Background: an optimization exercise with open tools, aiming at small area, a short achievable clock period and few clock cycles. Do not read the settings as production practice.
RTL that was checked went through simulation tests only; none was proved equivalent to the original.
Power and IR drop assume default switching activity.

==> flow/design.v (excerpt) <==
module event_sched_top #(
    parameter int NS = 3
) (
    input  logic        clk,
    input  logic        rst_n,
    input  logic [15:0] event_addr,
    input  logic        event_valid,
    output logic        event_ready,
    output logic [15:0] window_addr,
    output logic        window_valid,
    input  logic        window_ready
);
    localparam int N = NS + 1;
    logic [N-1:0]  seg_vld;
    logic [7:0]    seg_top [N];
    logic [7:0]    seg_lo  [N];
    logic [7:0]    seg_hi  [N];
    logic [NS-1:0] older [NS];
    logic [7:0]    ev_top;   
    logic [7:0]    ev_hi;
    logic          rdy;      
    logic [15:0]   pos;      
    logic          wv;
    logic          first;    
    logic          fresh, merge;
    logic [7:0]    new_lo;
    logic          room, consume, open_seg;
    logic [NS-1:0] alloc;
    assign event_ready  = rdy;
    assign window_valid = wv;
    assign window_addr  = pos;
    sched_ctrl sched_ctrl_inst (
        .ev_top(ev_top),
        .ev_hi(ev_hi),
        .cur_vld(seg_vld[NS]),
        .cur_top(seg_top[NS]),
        .cur_hi(seg_hi[NS]),
        .fresh(fresh),
        .merge(merge),
        .new_lo(new_lo)
    );
    assign room     = !seg_vld[NS] || !(&seg_vld[NS-1:0]);
    assign consume  = !rdy && (!fresh || merge || room);
    assign open_seg = !rdy && fresh && !merge && room;
    always_comb begin
        alloc = '0;
        for (int s = NS - 1; s >= 0; s--) begin
  ...
==> flow/config.mk <==
export PLATFORM = sky130hd
export DESIGN_NAME = event_sched_top
export DESIGN_NICKNAME = event_sched_top
export VERILOG_FILES = /design/flow/design.v
export SDC_FILE = /design/flow/constraint.sdc
export NUM_CORES = 8
export LEC_CHECK = 0
export ABC_AREA = 1
export CAP_MARGIN = 20
export CORE_MARGIN = 2
export CORE_UTILIZATION = 65
export SETUP_SLACK_MARGIN = 0.5
export SLEW_MARGIN = 20
==> flow/constraint.sdc <==
create_clock -name core_clock -period 14.5 [get_ports {clk}]
set_input_delay 2.9000 -clock core_clock [delete_from_list [all_inputs] [get_ports {clk}]]
set_output_delay 2.9000 -clock core_clock [all_outputs]
set_load 0.01 [all_outputs]
standard.sh (not shown) runs the stock make flow with config.mk's settings and CLKGATE_MAP_FILE= SYNTH_SCRIPT=/design/flow/synth_recipe.tcl, a recipe that flattens the netlist after the stock synthesis.
==> flow/flow/run.sh <==
#!/bin/bash
# The standard layout, with faster port buffers than the default choice.
set -euo pipefail
export BUFFER_PORTS_ARGS="-buffer_cell sky130_fd_sc_hd__buf_4"
bash standard.sh finish > standard_flow.log 2>&1
The starting point ran to the end with no violations.
Next try:
- CORE_UTILIZATION: 65 -> 40
What happened: Power decreases slightly. Flip-flop and latch count stays the same. First-iteration DRC count shrinks by well over a third. Final area climbs slightly. Fmax is about the same. Count of clock-buffer cells in the layout is unchanged. Core utilization fell by 28 points. Sequential power hardly moves. Non-clock buffer count is higher by 1.
Function was not checked in any run of this note: the RTL went through the layout flow alone.

---

zinc:
Another version of the RTL of event_sched_top (not shown whole).
Size in the first run: roughly 1300 cells after synthesis, ~140 flip-flops, about 38 I/O pins, roughly 10000 sq um of cells after synthesis.
Settings: LEC_CHECK=0, ABC_AREA=1, CAP_MARGIN=20, CORE_MARGIN=2, CORE_UTILIZATION=40, CTS_CLUSTER_DIAMETER=150, CTS_CLUSTER_SIZE=40, SETUP_SLACK_MARGIN=0.5, SLEW_MARGIN=20; clock period 14.5 ns.
Scripts as last shown in full above: flow/flow/run.sh
Testbench counts of zinc, summed over its fixed seeds: cycles 16,611.
diff inputs: zinc => quartz
- a deleted CTS_CLUSTER_SIZE that had been 40
- a deleted CTS_CLUSTER_DIAMETER that had been 150
## What came out
- Between zinc and quartz, the cell count after placement does not differ in any meaningful way.
- Diff zinc..quartz | final weighted congestion in routability-driven placement | unchanged
- Diff zinc..quartz | post-layout total power | negligible
- Summary of quartz over zinc: area of the multi-input gates comparable; hold violation total from the final report neither gained nor lost much; area overhead of the layout relative to synthesis essentially unchanged; final design instance area without fill was more or less identical.
- zinc -> quartz: critical path depth delta 0, exact match
Input changes introduced in tundra (baseline for comparison: quartz):
- CTS_BUF_LIST now sky130_fd_sc_hd__clkbuf_8, previously not set
==> flow/flow/run.sh <==
#!/bin/bash
# The standard layout, with faster port buffers than the default choice, a
# clock tree without dummy loads, and timing repair aiming well past the
# clock period's needs.
set -euo pipefail
export BUFFER_PORTS_ARGS="-buffer_cell sky130_fd_sc_hd__buf_4"
export CTS_ARGS="-sink_clustering_enable -repair_clock_nets -buf_list sky130_fd_sc_hd__clkbuf_8 -dont_use_dummy_load"
bash standard.sh SETUP_SLACK_MARGIN=12 finish > standard_flow.log 2>&1
[summary]
Taking tundra over quartz, the largest voltage drop on the vdd net ratio works out to 1.19. Sequential share of layout area on tundra is down relative to quartz. Diff quartz -> tundra: final cell count now sits higher; portion of total power attributed to sequential cells now sits lower. Library cell contributing the largest single delay on the critical path = sky130_fd_sc_hd__nor2_2: quartz; library cell contributing the largest single delay on the critical path = sky130_fd_sc_hd__edfxtp_1: tundra.

---

Setup of job 9607:
The RTL this note starts from:
==> flow/design.v <==
`timescale 1ns/1ps
`default_nettype none
package event_sched_pkg;
    localparam int ADDR_W     = 16;
    localparam int COORD_W    = 8;
    localparam int ROW_STRIDE = 256;
    parameter int HALF_WIN    = 2;
    parameter int QUEUE_DEPTH = 16;
    function automatic logic lt8(input logic [7:0] a, input logic [7:0] b);
        logic r;
        r = 1'b0;
        for (int i = 0; i < 8; i++) r = (~a[i] & b[i]) | (~a[i] & r) | (b[i] & r);
        lt8 = r;
    endfunction
    function automatic logic lt16(input logic [15:0] a, input logic [15:0] b);
        logic r;
        r = 1'b0;
        for (int i = 0; i < 16; i++) r = (~a[i] & b[i]) | (~a[i] & r) | (b[i] & r);
        lt16 = r;
    endfunction
endpackage
`default_nettype wire
`timescale 1ns/1ps
`default_nettype none
module todo_lane (
    input  logic       seg_vld,
    input  logic [7:0] seg_top,
    input  logic [7:0] seg_lo,
    input  logic [7:0] seg_hi,
    input  logic       first,
    input  logic [7:0] row,
    input  logic [7:0] col,
    output logic       act,
    output logic       cont,
    output logic       cov1,
    output logic       later
);
    logic [8:0] d;      
    logic       ge0, le3, le4, eqm1;
    assign d    = {1'b0, row} - {1'b0, seg_top};
    assign ge0  = !d[8];
    assign le4  = ge0 && (d[7:0] <= 8'd4);
    assign le3  = ge0 && (d[7:0] <= 8'd3);
    assign eqm1 = (d == 9'h1ff);
    assign act   = seg_vld && !first && le4 && event_sched_pkg::lt8(col, seg_hi);
    assign cont  = act && !event_sched_pkg::lt8(col + 8'd1, seg_lo);
    assign cov1  = seg_vld && !first && (le3 || eqm1);
    assign later = seg_vld && (first || (d[8] && !eqm1));
endmodule
`default_nettype wire
`timescale 1ns/1ps
`default_nettype none
module window_picker #(
    parameter int N = 5
) (
    input  logic [N-1:0]   mask,
    input  logic [N*N-1:0] ord,
    output logic [N-1:0]   pick
);
    always_comb begin
        for (int i = 0; i < N; i++) begin
            pick[i] = mask[i];
            for (int j = 0; j < N; j++) begin
                if (j != i && mask[j] && !ord[i*N+j]) pick[i] = 1'b0;
            end
        end
    end
endmodule
`default_nettype wire
`timescale 1ns/1ps
`default_nettype none
module sched_ctrl (
    input  logic [7:0] ev_top,
    input  logic [7:0] ev_lo,
    input  logic       cur_vld,
    input  logic [7:0] cur_top,
    input  logic [7:0] cur_hc,
    output logic       fresh,
    output logic       merge
);
    assign fresh = !cur_vld || event_sched_pkg::lt16({cur_top, cur_hc}, {ev_top, ev_lo});
    assign merge = cur_vld && (ev_top == cur_top)
                   && !event_sched_pkg::lt8(cur_hc + 8'd5, ev_lo);
endmodule
`default_nettype wire
`timescale 1ns/1ps
`default_nettype none
module event_sched_top #(
    parameter int NS = 3
) (
    input  logic        clk,
    input  logic        rst_n,
    input  logic [15:0] event_addr,
    input  logic        event_valid,
    output logic        event_ready,
    output logic [15:0] window_addr,
    output logic        window_valid,
    input  logic        window_ready
);
    localparam int N = NS + 1;
    logic [N-1:0]  seg_vld;
    logic [7:0]    seg_top [N];
    logic [7:0]    seg_lo  [N];
    logic [7:0]    seg_hi  [N];
    logic [NS-1:0] older [NS];
    logic [NS-1:0] lo_le [NS];
    logic [7:0]    ev_top;   
    logic [7:0]    ev_lo;
    logic          multi;    
    logic          rdy;      
    logic [15:0]   pos;      
    logic          wv;
    logic          first;    
    logic          fresh, merge;
    logic          room, consume, open_seg;
    logic [NS-1:0] alloc;
    assign event_ready  = rdy;
    assign window_valid = wv;
    assign window_addr  = pos;
    sched_ctrl sched_ctrl_inst (
        .ev_top(ev_top),
        .ev_lo(ev_lo),
        .cur_vld(seg_vld[NS]),
        .cur_top(seg_top[NS]),
        .cur_hc(seg_hi[NS]),
        .fresh(fresh),
        .merge(merge)
    );
    assign room     = !seg_vld[NS] || !(&seg_vld[NS-1:0]);
    assign consume  = !rdy && (!fresh || merge || room);
    assign open_seg = !rdy && fresh && !merge && room;
    always_comb begin
        alloc = '0;
        for (int s = NS - 1; s >= 0; s--) begin
            if (!seg_vld[s]) alloc = NS'(1) << s;
        end
        if (!(open_seg && seg_vld[NS])) alloc = '0;
    end
    logic [7:0]   R, C, R1, C1;
    logic [N-1:0] act, cont, cov1, later;
    logic [N*N-1:0] lo_before, age_before;
    logic [N-1:0] pick_in, pick_c1, pick_l;
    logic [7:0]   ht, hc;
    logic         lo_early;
    assign R  = pos[15:8];
    assign C  = pos[7:0];
    assign R1 = R + 8'd1;
    assign C1 = C + 8'd1;
    for (genvar s = 0; s < NS; s++) begin : g_seg
        todo_lane todo_lane_inst (
            .seg_vld(seg_vld[s]),
            .seg_top(seg_top[s]),
            .seg_lo(seg_lo[s]),
            .seg_hi(seg_hi[s]),
            .first(first),
            .row(R),
            .col(C),
            .act(act[s]),
            .cont(cont[s]),
            .cov1(cov1[s]),
            .later(later[s])
        );
    end
    assign ht = seg_top[NS];
    assign hc = seg_hi[NS];
    logic       r_eq, r1_eq, r_lt, r1_lt, c1_lt;
    logic [8:0] dr;    
    assign dr    = {1'b0, R} - {1'b0, ht};
    assign r_eq  = (dr == 9'd0);
    assign r1_eq = (dr == 9'h1ff);
    assign r_lt  = dr[8];
    assign r1_lt = dr[8] && !r1_eq;
    assign c1_lt = event_sched_pkg::lt8(C1, hc);
    assign act[NS]   = seg_vld[NS] && !first && r_eq && c1_lt;
    assign cont[NS]  = act[NS] && !event_sched_pkg::lt8(C1, seg_lo[NS]);
    assign cov1[NS]  = seg_vld[NS] && !first && r1_eq;
    assign later[NS] = seg_vld[NS] && (first || r1_lt);
    assign lo_early = multi;
    logic [NS-1:0] cur_first;
    always_comb begin
        for (int j = 0; j < NS; j++) begin
            cur_first[j] = !event_sched_pkg::lt8(seg_lo[j], seg_lo[NS]);
        end
    end
    always_comb begin
        for (int i = 0; i < N; i++) begin
            for (int j = 0; j < N; j++) begin
                if (i == NS)      lo_before[i*N+j] = (j == NS) ? 1'b0 : cur_first[j];
                else if (j == NS) lo_before[i*N+j] = !cur_first[i];
                else if (i < j)   lo_before[i*N+j] = lo_le[i][j];
                else              lo_before[i*N+j] = !lo_le[j][i];
                if (i == NS)      age_before[i*N+j] = 1'b0;
                else if (j == NS) age_before[i*N+j] = 1'b1;
                else if (i < j)   age_before[i*N+j] = older[i][j];
                else              age_before[i*N+j] = !older[j][i];
            end
        end
    end
    window_picker #(.N(N)) pick_in_inst (.mask(act),   .ord(lo_before),  .pick(pick_in));
    window_picker #(.N(N)) pick_c1_inst (.mask(cov1),  .ord(lo_before),  .pick(pick_c1));
    window_picker #(.N(N)) pick_l_inst  (.mask(later), .ord(age_before), .pick(pick_l));
    logic        any_act, any_cont, any_c1, any_l;
    logic [7:0]  lo_in, lo_c1, lo_l, top_l;
    logic        early_in, early_c1, early_l;
    logic        due;
    logic [15:0] nxt;
    assign any_act  = |act;
    assign any_cont = |cont;
    assign any_c1   = |cov1;
    assign any_l    = |later;
    always_comb begin
        lo_in = '0; lo_c1 = '0; lo_l = '0; top_l = '0;
        for (int s = 0; s < N; s++) begin
            lo_in    = lo_in    | ({8{pick_in[s]}} & seg_lo[s]);
            lo_c1    = lo_c1    | ({8{pick_c1[s]}} & seg_lo[s]);
            lo_l     = lo_l     | ({8{pick_l[s]}}  & seg_lo[s]);
            top_l    = top_l    | ({8{pick_l[s]}}  & seg_top[s]);
        end
    end
    assign early_in = act[NS] && (!pick_in[NS] || lo_early);
    assign early_c1 = !pick_c1[NS] || lo_early;
    assign early_l  = !pick_l[NS] || lo_early;
    always_comb begin
        if (any_act) begin
            nxt = {R, any_cont ? C1 : lo_in};
            due = r_lt || (r_eq && (any_cont ? c1_lt : early_in));
        end else if (any_c1) begin
            nxt = {R1, lo_c1};
            due = r1_lt || (r1_eq && early_c1);
        end else begin
            nxt = {top_l, lo_l};
            due = any_l && early_l;
        end
    end
    always_ff @(posedge clk) begin
        if (rdy && event_valid) begin
            ev_top <= event_addr[15:8] - 8'd2;
            ev_lo  <= event_addr[7:0] - 8'd2;
        end
        for (int s = 0; s < NS; s++) begin
            if (alloc[s]) begin
                seg_top[s] <= seg_top[NS];
                seg_lo[s]  <= seg_lo[NS];
                seg_hi[s]  <= seg_hi[NS] + 8'd4;
                for (int j = 0; j < NS; j++) begin
                    if (j < s) older[j][s] <= 1'b1;
                    if (j > s) older[s][j] <= 1'b0;
                    if (j < s) lo_le[j][s] <= !cur_first[j];
                    if (j > s) lo_le[s][j] <= cur_first[j];
                end
            end
        end
        if (open_seg) begin
            seg_top[NS] <= ev_top;
            seg_lo[NS]  <= ev_lo;
            multi       <= 1'b0;
        end else if (consume && fresh) begin
            multi       <= 1'b1;
        end
        if (consume && fresh) begin
            seg_hi[NS] <= ev_lo;
        end
        if ((!wv || window_ready) && due) begin
            pos <= nxt;
        end
    end
    always_ff @(posedge clk or negedge rst_n) begin
        if (!rst_n) begin
            seg_vld <= '0;
            rdy     <= 1'b1;
            wv      <= 1'b0;
            first   <= 1'b1;
        end else begin
            seg_vld[NS-1:0] <= (seg_vld[NS-1:0] & (act[NS-1:0] | cov1[NS-1:0] | later[NS-1:0])) | alloc;
            if (open_seg) seg_vld[NS] <= 1'b1;
            rdy <= rdy ? !event_valid : consume;
            if (!wv || window_ready) begin
                wv <= due;
                if (due) first <= 1'b0;
            end
        end
    end
endmodule
`default_nettype wire
export LEC_CHECK = 0
export ABC_AREA = 1
export CAP_MARGIN = 20
export CORE_MARGIN = 2
export CORE_UTILIZATION = 40
export CTS_BUF_LIST = sky130_fd_sc_hd__clkbuf_8
export SETUP_SLACK_MARGIN = 0.5
export SLEW_MARGIN = 20
create_clock -name core_clock -period 14.5 [get_ports {clk}]
==> flow/flow/run.sh <==
#!/bin/bash
# The standard layout, with faster port buffers than the default choice, a
# clock tree without dummy loads, and timing repair aiming well past the
# clock period's needs.
set -euo pipefail
export BUFFER_PORTS_ARGS="-buffer_cell sky130_fd_sc_hd__buf_4"
export CTS_ARGS="-sink_clustering_enable -repair_clock_nets -buf_list sky130_fd_sc_hd__clkbuf_8 -dont_use_dummy_load"
bash standard.sh SETUP_SLACK_MARGIN=10.3 finish > standard_flow.log 2>&1
Job 9607 finished all stages; the layout is clean.
Testbench counts of job 9607, summed over its fixed seeds: cycles 16,611.
Setup changes, job 9607 to job 5534
-- flow/flow/run.sh --
<<< job 9607, line 7
export CTS_ARGS="-sink_clustering_enable -repair_clock_nets -buf_list sky130_fd_sc_hd__clkbuf_8 -dont_use_dummy_load"
bash standard.sh SETUP_SLACK_MARGIN=10.3 finish > standard_flow.log 2>&1
>>> job 5534, line 7
export CTS_ARGS="-sink_clustering_enable -repair_clock_nets -buf_list sky130_fd_sc_hd__clkbuf_8 -dont_use_dummy_load"
bash standard.sh SETUP_SLACK_MARGIN=10.6 finish > standard_flow.log 2>&1
--- outcome ---
Job 9607 → job 5534: met2 track demand over resource picked up an extra 0.51 points, share of cell area taken by flip-flops and latches lost 1.7 points, wire length of the first global-routing pass picked up an extra 1.1%, portion of the clock cycle consumed by the worst path in the final layout lost 1.1 points, routed length per placed instance picked up an extra 0.083 µm. Of job 5534 and job 9607, job 5534 shows the lower detailed-routed wire length on met3, with job 9607 above it. Between job 5534 and job 9607, the worst setup slack is lower for job 9607. Power: job 5534 and job 9607 compared, higher one is job 5534. Relative to job 9607, part of the power in the clock network decreased by 0.6 points in job 5534.
For job 4186, these inputs were changed with respect to job 5534:
- SLEW_MARGIN now 0, was 20
- CAP_MARGIN now 0, was 20
-- flow/flow/run.sh --
<<< job 5534, line 7
export CTS_ARGS="-sink_clustering_enable -repair_clock_nets -buf_list sky130_fd_sc_hd__clkbuf_8 -dont_use_dummy_load"
bash standard.sh SETUP_SLACK_MARGIN=10.6 finish > standard_flow.log 2>&1
>>> job 4186, line 7
export CTS_ARGS="-sink_clustering_enable -repair_clock_nets -buf_list sky130_fd_sc_hd__clkbuf_8 -dont_use_dummy_load"
bash standard.sh SETUP_SLACK_MARGIN=10.5 finish > standard_flow.log 2>&1
Findings:
Job 4186: done, clean on timing, DRC and antenna. Diff job 5534..job 4186 | hold-fix buffer count after cts | unchanged. Shortest period the worst path allows, job 5534 and job 4186: smaller value in job 4186. Between job 4186 and job 5534, the maximum clock frequency figures differ only marginally. Relative to job 5534, the largest voltage drop on the vdd net measured on job 4186 has decreased by a few percent. Compared to job 5534, job 4186 has area added between synthesis and finish 3.0 points lower. Job 4186: logic gate share of total power 1.2 points below job 5534. Per the comparison of job 4186 with job 5534, area taken by multi-input logic gates decreased 2.1%; switching fraction of total power climbed 0.55 points. Job 4186 ends up with a setup fix buffers added after clock tree synthesis that is 5 lower than in job 5534. Job 4186: met2 track demand over resource in global routing lower than job 5534.
[inputs] job 4575 vs job 4186
- changing SLEW_MARGIN from 0 to 20
- changing CAP_MARGIN from 0 to 20
Between job 4186 and job 4575, the difference in synthesized net count is negligible.
Job 4575 and job 4186 ended up with roughly the same non-clock buffer count.
From job 4186 to job 4575, area of the core did not move at all.
Re power after layout: no difference whatsoever between job 4575 and job 4186.
#### Input delta (job 2968 over job 4575)
==> flow/flow/run.sh <==
#!/bin/bash
# The standard layout, with faster port buffers than the default choice, a
# clock tree without dummy loads, and timing repair aiming well past the
# clock period's needs.
set -euo pipefail
export BUFFER_PORTS_ARGS="-buffer_cell sky130_fd_sc_hd__buf_4"
export CTS_ARGS="-sink_clustering_enable -repair_clock_nets -buf_list sky130_fd_sc_hd__clkbuf_16 -dont_use_dummy_load -sink_clustering_size 40 -sink_clustering_max_diameter 200"
bash standard.sh SETUP_SLACK_MARGIN=10.5 finish > standard_flow.log 2>&1
Overall power consumption, job 2968 and job 4575, lower one = job 4575.
In job 2968 relative to job 4575, internal power component had gone up by a little under 10%.
The number of logic inverters in the finished layout in job 2968 was lower than what job 4575 gave.

static timing again, ports no longer ideal:
No port has a modelled driver above. Below, the same layouts with a new extraction and two added sets of constraints. Step 1 assumes that a clkbuf_16 drives the clock port and a buf_2 every other input. Step 2 times the ports against the registers' clock, not the clock port: input delays grow and output delays shrink by t, the midpoint of the rising clock arrivals with the driver on. a / b / c = ideal / step 1 / step 2; a / b = the first two.
run | shift t [ns] | setup slack, ns | worst data-port slew with drivers (ns)
the first run of note 1 | 0.469 | 10.007 / 10.007 / 10.007 | 0.04
the second run of note 1 | 0.475 | 10.014 / 10.014 / 10.014 | 0.03
zinc | 0.470 | 10.193 / 10.193 / 10.193 | 0.03
quartz | 0.470 | 10.193 / 10.193 / 10.193 | 0.03
tundra | 0.494 | 10.469 / 10.428 / 10.719 | 0.06
job 9607 | 0.479 | 10.350 / 10.315 / 10.522 | 0.03
job 5534 | 0.477 | 10.513 / 10.478 / 10.546 | 0.03
job 4186 | 0.475 | 10.520 / 10.485 / 10.551 | 0.03
job 4575 | 0.475 | 10.520 / 10.485 / 10.551 | 0.03
job 2968 | 0.461 | 10.530 / 10.486 / 10.545 | 0.03
After both steps every run listed still meets setup and hold.
